This is an optimization exercise on Yosys and OpenROAD, whose aim is small area and few clock cycles per item, not a production implementation.
Function was checked by simulation only, so behaviour that the tests miss may differ from the original.
No activity file was given, so power comes from the tool's default toggle rates.

==> inputs of run H <==
==> flow/design.v <==
package hsbp_pkg;
    localparam int SYMBOL_COUNT_DEF  = 256;
    localparam int MAX_CODE_BITS_DEF = 8;
    localparam int SYM_W  = 8;
    localparam int CODE_W = 8;
    localparam int LEN_W  = 4;
    localparam int BYTE_W = 8;
    localparam int ENT_W = 9;
endpackage
module huffman_symbol_bit_packer #(
    parameter int SYMBOL_COUNT  = hsbp_pkg::SYMBOL_COUNT_DEF,
    parameter int MAX_CODE_BITS = hsbp_pkg::MAX_CODE_BITS_DEF
) (
    input  logic                        i_clk,
    input  logic                        i_rst_n,
    input  logic                        i_valid,
    output logic                        o_stall,
    input  logic [1:0]                  i_kind,
    input  logic [hsbp_pkg::SYM_W-1:0]  i_symbol,
    input  logic [hsbp_pkg::CODE_W-1:0] i_code_bits,
    input  logic [hsbp_pkg::LEN_W-1:0]  i_code_length,
    output logic                        o_valid,
    input  logic                        i_stall,
    output logic [hsbp_pkg::BYTE_W-1:0] o_packed_byte,
    output logic [hsbp_pkg::LEN_W-1:0]  o_valid_bits,
    output logic                        o_is_last,
    output logic                        o_unknown_symbol
);
    logic [255:0][8:0] r_tab;
    logic       accept;
    logic       blocked;
    logic       r_s1_valid;
    logic       r_s1_flush;
    logic [8:0] r_s1_ent;
    logic [8:0] wr_ent;
    logic [8:0] rd_ent;
    assign blocked = o_valid && i_stall;
    assign o_stall = r_s1_valid && blocked;
    assign accept  = i_valid && !o_stall;
    always_comb begin
        logic [3:0] len;
        len = (i_code_length > 4'd8) ? 4'd8 : i_code_length;
        if (len == 4'd0) begin
            wr_ent = '0;
        end else begin
            wr_ent = ({i_code_bits, 1'b0} & (9'h1FF << (4'd9 - len)))
                   | (9'h100 >> len);
        end
    end
    logic [8:0] wr_col;
    logic       wr_load;
    assign wr_col  = wr_ent & {9{i_rst_n}};
    assign wr_load = accept && i_kind == 2'd0;
    for (genvar i = 0; i < 256; i++) begin : g_row
        always_ff @(posedge i_clk) begin
            if (!i_rst_n || (wr_load && i_symbol == 8'(i))) begin
                r_tab[i] <= wr_col;
            end
        end
    end
    assign rd_ent = r_tab[i_symbol];
    always_ff @(posedge i_clk) begin
        if (!o_stall) begin
            r_s1_ent   <= rd_ent;
            r_s1_flush <= i_kind[1];
        end
    end
    logic proc;
    assign proc = r_s1_valid && !blocked;
    always_ff @(posedge i_clk) begin
        if (!i_rst_n) begin
            r_s1_valid <= 1'b0;
        end else if (!o_stall) begin
            r_s1_valid <= accept && (i_kind == 2'd1 || i_kind == 2'd2);
        end
    end
    logic [7:0]  r_acc;        
    logic [7:0]  acc_bits;     
    logic [2:0]  acc_cnt;
    logic [15:0] wide;
    logic        n_emit;
    logic [7:0]  n_acc;
    logic [7:0]  n_byte;
    logic [2:0]  n_cnt;
    logic        n_last;
    logic        n_unk;
    always_comb begin
        acc_cnt = 3'd0;
        for (int j = 0; j < 8; j++) begin
            if (r_acc[j] && (r_acc & ((8'd1 << j) - 8'd1)) == 8'd0) acc_cnt = 3'(7 - j);
        end
        acc_bits = r_acc & (r_acc - 8'd1);
        wide     = {acc_bits, 8'd0} | ({r_s1_ent, 7'd0} >> acc_cnt);
        n_emit = 1'b0;
        n_acc  = r_acc;
        n_byte = '0;
        n_cnt  = '0;
        n_last = 1'b0;
        n_unk  = 1'b0;
        if (r_s1_flush) begin
            n_emit = 1'b1;
            n_byte = acc_bits;
            n_cnt  = acc_cnt;
            n_last = 1'b1;
            n_acc  = 8'h80;
        end else if (r_s1_ent == 9'd0) begin
            n_emit = 1'b1;
            n_unk  = 1'b1;
        end else if (wide[7:0] != 8'd0) begin
            n_emit = 1'b1;
            n_byte = wide[15:8];
            n_acc  = wide[7:0];
        end else begin
            n_acc  = wide[15:8];
        end
    end
    logic [7:0] r_out_byte;
    logic [2:0] r_out_cnt;
    logic       r_out_last;
    logic       r_out_unk;
    logic       r_out_valid;
    always_ff @(posedge i_clk) begin
        if (!i_rst_n) begin
            r_acc       <= 8'h80;
            r_out_valid <= 1'b0;
        end else begin
            if (proc) begin
                r_acc <= n_acc;
            end
            if (proc && n_emit) begin
                r_out_valid <= 1'b1;
            end else if (!i_stall) begin
                r_out_valid <= 1'b0;
            end
        end
    end
    always_ff @(posedge i_clk) begin
        if (proc && n_emit) begin
            r_out_byte <= n_byte;
            r_out_cnt  <= n_cnt;
            r_out_last <= n_last;
            r_out_unk  <= n_unk;
        end
    end
    assign o_valid          = r_out_valid;
    assign o_packed_byte    = r_out_byte;
    assign o_valid_bits     = {!r_out_last && !r_out_unk, r_out_cnt};
    assign o_is_last        = r_out_last;
    assign o_unknown_symbol = r_out_unk;
endmodule
==> flow/run.sh <==
#!/bin/bash
# synth_recipe.tcl (not shown) runs the flow's synth.tcl, then flattens the netlist and writes it again
# the make line also repeats each setting of config.mk as NAME=value (left out here)
make -C /OpenROAD-flow-scripts/flow DESIGN_CONFIG=/design/flow/config.mk WORK_HOME=/design/flow/orfs CLKGATE_MAP_FILE= SYNTH_SCRIPT=/design/flow/synth_recipe.tcl finish
==> flow/config.mk <==
export PLATFORM = sky130hd
export DESIGN_NAME = huffman_symbol_bit_packer
export DESIGN_NICKNAME = huffman_symbol_bit_packer
export VERILOG_FILES = /design/flow/design.v
export SDC_FILE = /design/flow/constraint.sdc
export NUM_CORES = 4
export LEC_CHECK = 0
export CAP_MARGIN = 20
export CORE_MARGIN = 2
export CORE_UTILIZATION = 40
export SLEW_MARGIN = 20
==> flow/constraint.sdc <==
create_clock -name core_clock -period 6.0 [get_ports {i_clk}]
set_input_delay 1.2000 -clock core_clock [delete_from_list [all_inputs] [get_ports {i_clk}]]
set_output_delay 1.2000 -clock core_clock [all_outputs]
set_load 0.01 [all_outputs]
==> run R: changes against run H <==
--- a/flow/design.v
+++ b/flow/design.v
@@ -7,6 +7,49 @@
     localparam int BYTE_W = 8;
     localparam int ENT_W = 9;
 endpackage
+module hsbp_dec4_n (
+    input  logic [3:0]  i_a,
+    input  logic        i_en,
+    output logic [15:0] o_n
+);
+    for (genvar x = 0; x < 16; x++) begin : g_x
+        assign o_n[x] = ~(i_en && i_a == 4'(x));
+    end
+endmodule
+module hsbp_rows (
+    input  logic [15:0]  i_hi_n,
+    input  logic [15:0]  i_lo_n,
+    output logic [255:0] o_row
+);
+    for (genvar i = 0; i < 256; i++) begin : g_row
+        assign o_row[i] = ~(i_hi_n[i/16] | i_lo_n[i%16]);
+    end
+endmodule
+module hsbp_aoi222 (
+    input  logic [2:0] i_s,
+    input  logic [2:0] i_d,
+    output logic       o_n
+);
+    assign o_n = ~|(i_s & i_d);
+endmodule
+module hsbp_nand_tree (
+    input  logic [85:0] i_n,
+    output logic        o_y
+);
+    assign o_y = ~&i_n;
+endmodule
+module hsbp_rdmux (
+    input  logic [255:0] i_sel,
+    input  logic [255:0] i_d,
+    output logic         o_y
+);
+    logic [85:0] n;
+    for (genvar t = 0; t < 85; t++) begin : g_t
+        hsbp_aoi222 u_aoi (.i_s(i_sel[3*t +: 3]), .i_d(i_d[3*t +: 3]), .o_n(n[t]));
+    end
+    assign n[85] = ~(i_sel[255] & i_d[255]);
+    hsbp_nand_tree u_or (.i_n(n), .o_y(o_y));
+endmodule
 module huffman_symbol_bit_packer #(
     parameter int SYMBOL_COUNT  = hsbp_pkg::SYMBOL_COUNT_DEF,
     parameter int MAX_CODE_BITS = hsbp_pkg::MAX_CODE_BITS_DEF
@@ -47,18 +90,32 @@
                    | (9'h100 >> len);
         end
     end
-    logic [8:0] wr_col;
-    logic       wr_load;
+    logic [8:0]   wr_col;
+    logic         wr_load;
+    logic [15:0]  rd_hi_n, rd_lo_n, wr_hi_n, wr_lo_n;
+    logic [255:0] rd_sel, wr_en;
     assign wr_col  = wr_ent & {9{i_rst_n}};
     assign wr_load = accept && i_kind == 2'd0;
+    hsbp_dec4_n u_rd_hi (.i_a(i_symbol[7:4]), .i_en(1'b1), .o_n(rd_hi_n));
+    hsbp_dec4_n u_rd_lo (.i_a(i_symbol[3:0]), .i_en(1'b1), .o_n(rd_lo_n));
+    hsbp_rows   u_rd    (.i_hi_n(rd_hi_n), .i_lo_n(rd_lo_n), .o_row(rd_sel));
+    hsbp_rows   u_wr    (.i_hi_n(wr_hi_n), .i_lo_n(wr_lo_n), .o_row(wr_en));
+    assign wr_hi_n = rd_hi_n & {16{i_rst_n}};
+    assign wr_lo_n = rd_lo_n & {16{i_rst_n}} | {16{i_rst_n && !wr_load}};
     for (genvar i = 0; i < 256; i++) begin : g_row
         always_ff @(posedge i_clk) begin
-            if (!i_rst_n || (wr_load && i_symbol == 8'(i))) begin
+            if (wr_en[i]) begin
                 r_tab[i] <= wr_col;
             end
         end
     end
-    assign rd_ent = r_tab[i_symbol];
+    for (genvar b = 0; b < 9; b++) begin : g_bit
+        logic [255:0] col;
+        for (genvar i = 0; i < 256; i++) begin : g_c
+            assign col[i] = r_tab[i][b];
+        end
+        hsbp_rdmux u_mux (.i_sel(rd_sel), .i_d(col), .o_y(rd_ent[b]));
+    end
     always_ff @(posedge i_clk) begin
         if (!o_stall) begin
             r_s1_ent   <= rd_ent;
- CTS_BUF_LIST: not set -> sky130_fd_sc_hd__clkbuf_16
- CTS_CLUSTER_DIAMETER: not set -> 80
- CTS_CLUSTER_SIZE: not set -> 30
- SYNTH_HIERARCHICAL: not set -> 1
==> run Z: changes against run H <==
--- a/flow/design.v
+++ b/flow/design.v
@@ -7,6 +7,48 @@
     localparam int BYTE_W = 8;
     localparam int ENT_W = 9;
 endpackage
+module hsbp_dec4_n (
+    input  logic [3:0]  i_a,
+    output logic [15:0] o_n
+);
+    for (genvar x = 0; x < 16; x++) begin : g_x
+        assign o_n[x] = i_a != 4'(x);
+    end
+endmodule
+module hsbp_rows (
+    input  logic [15:0]  i_hi_n,
+    input  logic [15:0]  i_lo_n,
+    output logic [255:0] o_row
+);
+    for (genvar i = 0; i < 256; i++) begin : g_row
+        assign o_row[i] = ~(i_hi_n[i/16] | i_lo_n[i%16]);
+    end
+endmodule
+module hsbp_aoi222 (
+    input  logic [2:0] i_s,
+    input  logic [2:0] i_d,
+    output logic       o_n
+);
+    assign o_n = ~|(i_s & i_d);
+endmodule
+module hsbp_nand_tree (
+    input  logic [85:0] i_n,
+    output logic        o_y
+);
+    assign o_y = ~&i_n;
+endmodule
+module hsbp_rdmux (
+    input  logic [255:0] i_sel,
+    input  logic [255:0] i_d,
+    output logic         o_y
+);
+    logic [85:0] n;
+    for (genvar t = 0; t < 85; t++) begin : g_t
+        hsbp_aoi222 u_aoi (.i_s(i_sel[3*t +: 3]), .i_d(i_d[3*t +: 3]), .o_n(n[t]));
+    end
+    assign n[85] = ~(i_sel[255] & i_d[255]);
+    hsbp_nand_tree u_or (.i_n(n), .o_y(o_y));
+endmodule
 module huffman_symbol_bit_packer #(
     parameter int SYMBOL_COUNT  = hsbp_pkg::SYMBOL_COUNT_DEF,
     parameter int MAX_CODE_BITS = hsbp_pkg::MAX_CODE_BITS_DEF
@@ -47,18 +89,32 @@
                    | (9'h100 >> len);
         end
     end
-    logic [8:0] wr_col;
-    logic       wr_load;
+    logic [8:0]   wr_col;
+    logic         wr_load;
+    logic [15:0]  rd_hi_n, rd_lo_n, wr_hi_n, wr_lo_n;
+    logic [255:0] rd_sel, wr_en;
     assign wr_col  = wr_ent & {9{i_rst_n}};
     assign wr_load = accept && i_kind == 2'd0;
+    hsbp_dec4_n u_rd_hi (.i_a(i_symbol[7:4]), .o_n(rd_hi_n));
+    hsbp_dec4_n u_rd_lo (.i_a(i_symbol[3:0]), .o_n(rd_lo_n));
+    hsbp_rows   u_rd    (.i_hi_n(rd_hi_n), .i_lo_n(rd_lo_n), .o_row(rd_sel));
+    hsbp_rows   u_wr    (.i_hi_n(wr_hi_n), .i_lo_n(wr_lo_n), .o_row(wr_en));
+    assign wr_hi_n = rd_hi_n & {16{i_rst_n}};
+    assign wr_lo_n = rd_lo_n & {16{i_rst_n}} | {16{i_rst_n && !wr_load}};
     for (genvar i = 0; i < 256; i++) begin : g_row
         always_ff @(posedge i_clk) begin
-            if (!i_rst_n || (wr_load && i_symbol == 8'(i))) begin
+            if (wr_en[i]) begin
                 r_tab[i] <= wr_col;
             end
         end
     end
-    assign rd_ent = r_tab[i_symbol];
+    for (genvar b = 0; b < 9; b++) begin : g_bit
+        logic [255:0] col;
+        for (genvar i = 0; i < 256; i++) begin : g_c
+            assign col[i] = r_tab[i][b];
+        end
+        hsbp_rdmux u_mux (.i_sel(rd_sel), .i_d(col), .o_y(rd_ent[b]));
+    end
     always_ff @(posedge i_clk) begin
         if (!o_stall) begin
             r_s1_ent   <= rd_ent;
==> flow/flow/run.sh (new file) <==
#!/bin/bash
set -euo pipefail
export CTS_ARGS="-sink_clustering_enable -repair_clock_nets -sink_clustering_size 30 -sink_clustering_max_diameter 80 -buf_list sky130_fd_sc_hd__clkbuf_16 -dont_use_dummy_load"
export BUFFER_PORTS_ARGS="-buffer_cell sky130_fd_sc_hd__buf_1"
bash standard.sh > standard.log 2>&1
==> flow/standard.sh (new file) <==
#!/bin/bash
# synth_recipe.tcl (not shown) runs the flow's synth.tcl, then flattens the netlist and writes it again
# the make line also repeats each setting of config.mk as NAME=value (left out here)
make -C /OpenROAD-flow-scripts/flow DESIGN_CONFIG=/design/flow/config.mk WORK_HOME=/design/flow/orfs CLKGATE_MAP_FILE= SYNTH_SCRIPT=/design/flow/synth_recipe.tcl "${@:-finish}"
- CORE_UTILIZATION: 40 -> 55
- CTS_BUF_LIST: not set -> sky130_fd_sc_hd__clkbuf_16
- CTS_CLUSTER_DIAMETER: not set -> 80
- CTS_CLUSTER_SIZE: not set -> 30
- PLACE_DENSITY: not set -> 0.68
- SYNTH_HIERARCHICAL: not set -> 1
removed: flow/run.sh
==> notes <==
In flip-flop and latch count, run H and run R do not differ.
Combinational power, highest first: run H, run Z, run R.
Worst setup slack, lowest first: run R, run Z, run H.
Clock power: run Z < run R < run H.
Testbench counts of run H, summed over its fixed seeds: cycles 34,072, items 34,056.
Testbench counts of run R, summed over its fixed seeds: cycles 34,072, items 34,056.
Testbench counts of run Z, summed over its fixed seeds: cycles 34,072, items 34,056.

port drivers added, routing unchanged:
In the flow no input, the clock included, has a driving cell. The finished layouts below were timed again as built, in two steps. Step 1, drivers: a clkbuf_16 drives i_clk and a buf_2 each remaining input, both assumed. Step 2, shift: input delay + t, output delay - t, t = (earliest + latest rising clock arrival at the registers) / 2. This alone moves slack from input paths to output paths. Slacks: ideal / step 1 / step 2; pairs: ideal / step 1.
| run | shift t [ns] | setup WS [ns] | hold WS [ns] | worst setup path after step 2 | worst register clock-pin slew, ns |
|---|---|---|---|---|---|
| run H | 0.948 | 1.833 / 1.879 / 0.931 | 0.549 / 0.549 / 0.549 | input to register | 0.07 / 0.07 |
| run R | 0.879 | 0.677 / 0.740 / -0.139 | 0.539 / 0.539 / 0.539 | input to register | 0.11 / 0.11 |
| run Z | 0.813 | 0.725 / 0.772 / -0.041 | 0.539 / 0.539 / 0.539 | input to register | 0.11 / 0.11 |
Met with ideal ports but missed after step 2: setup timing in run R and run Z. The setup slack of run H, which loses most, moves by +0.046 ns with the drivers and by -0.902 ns with both steps.
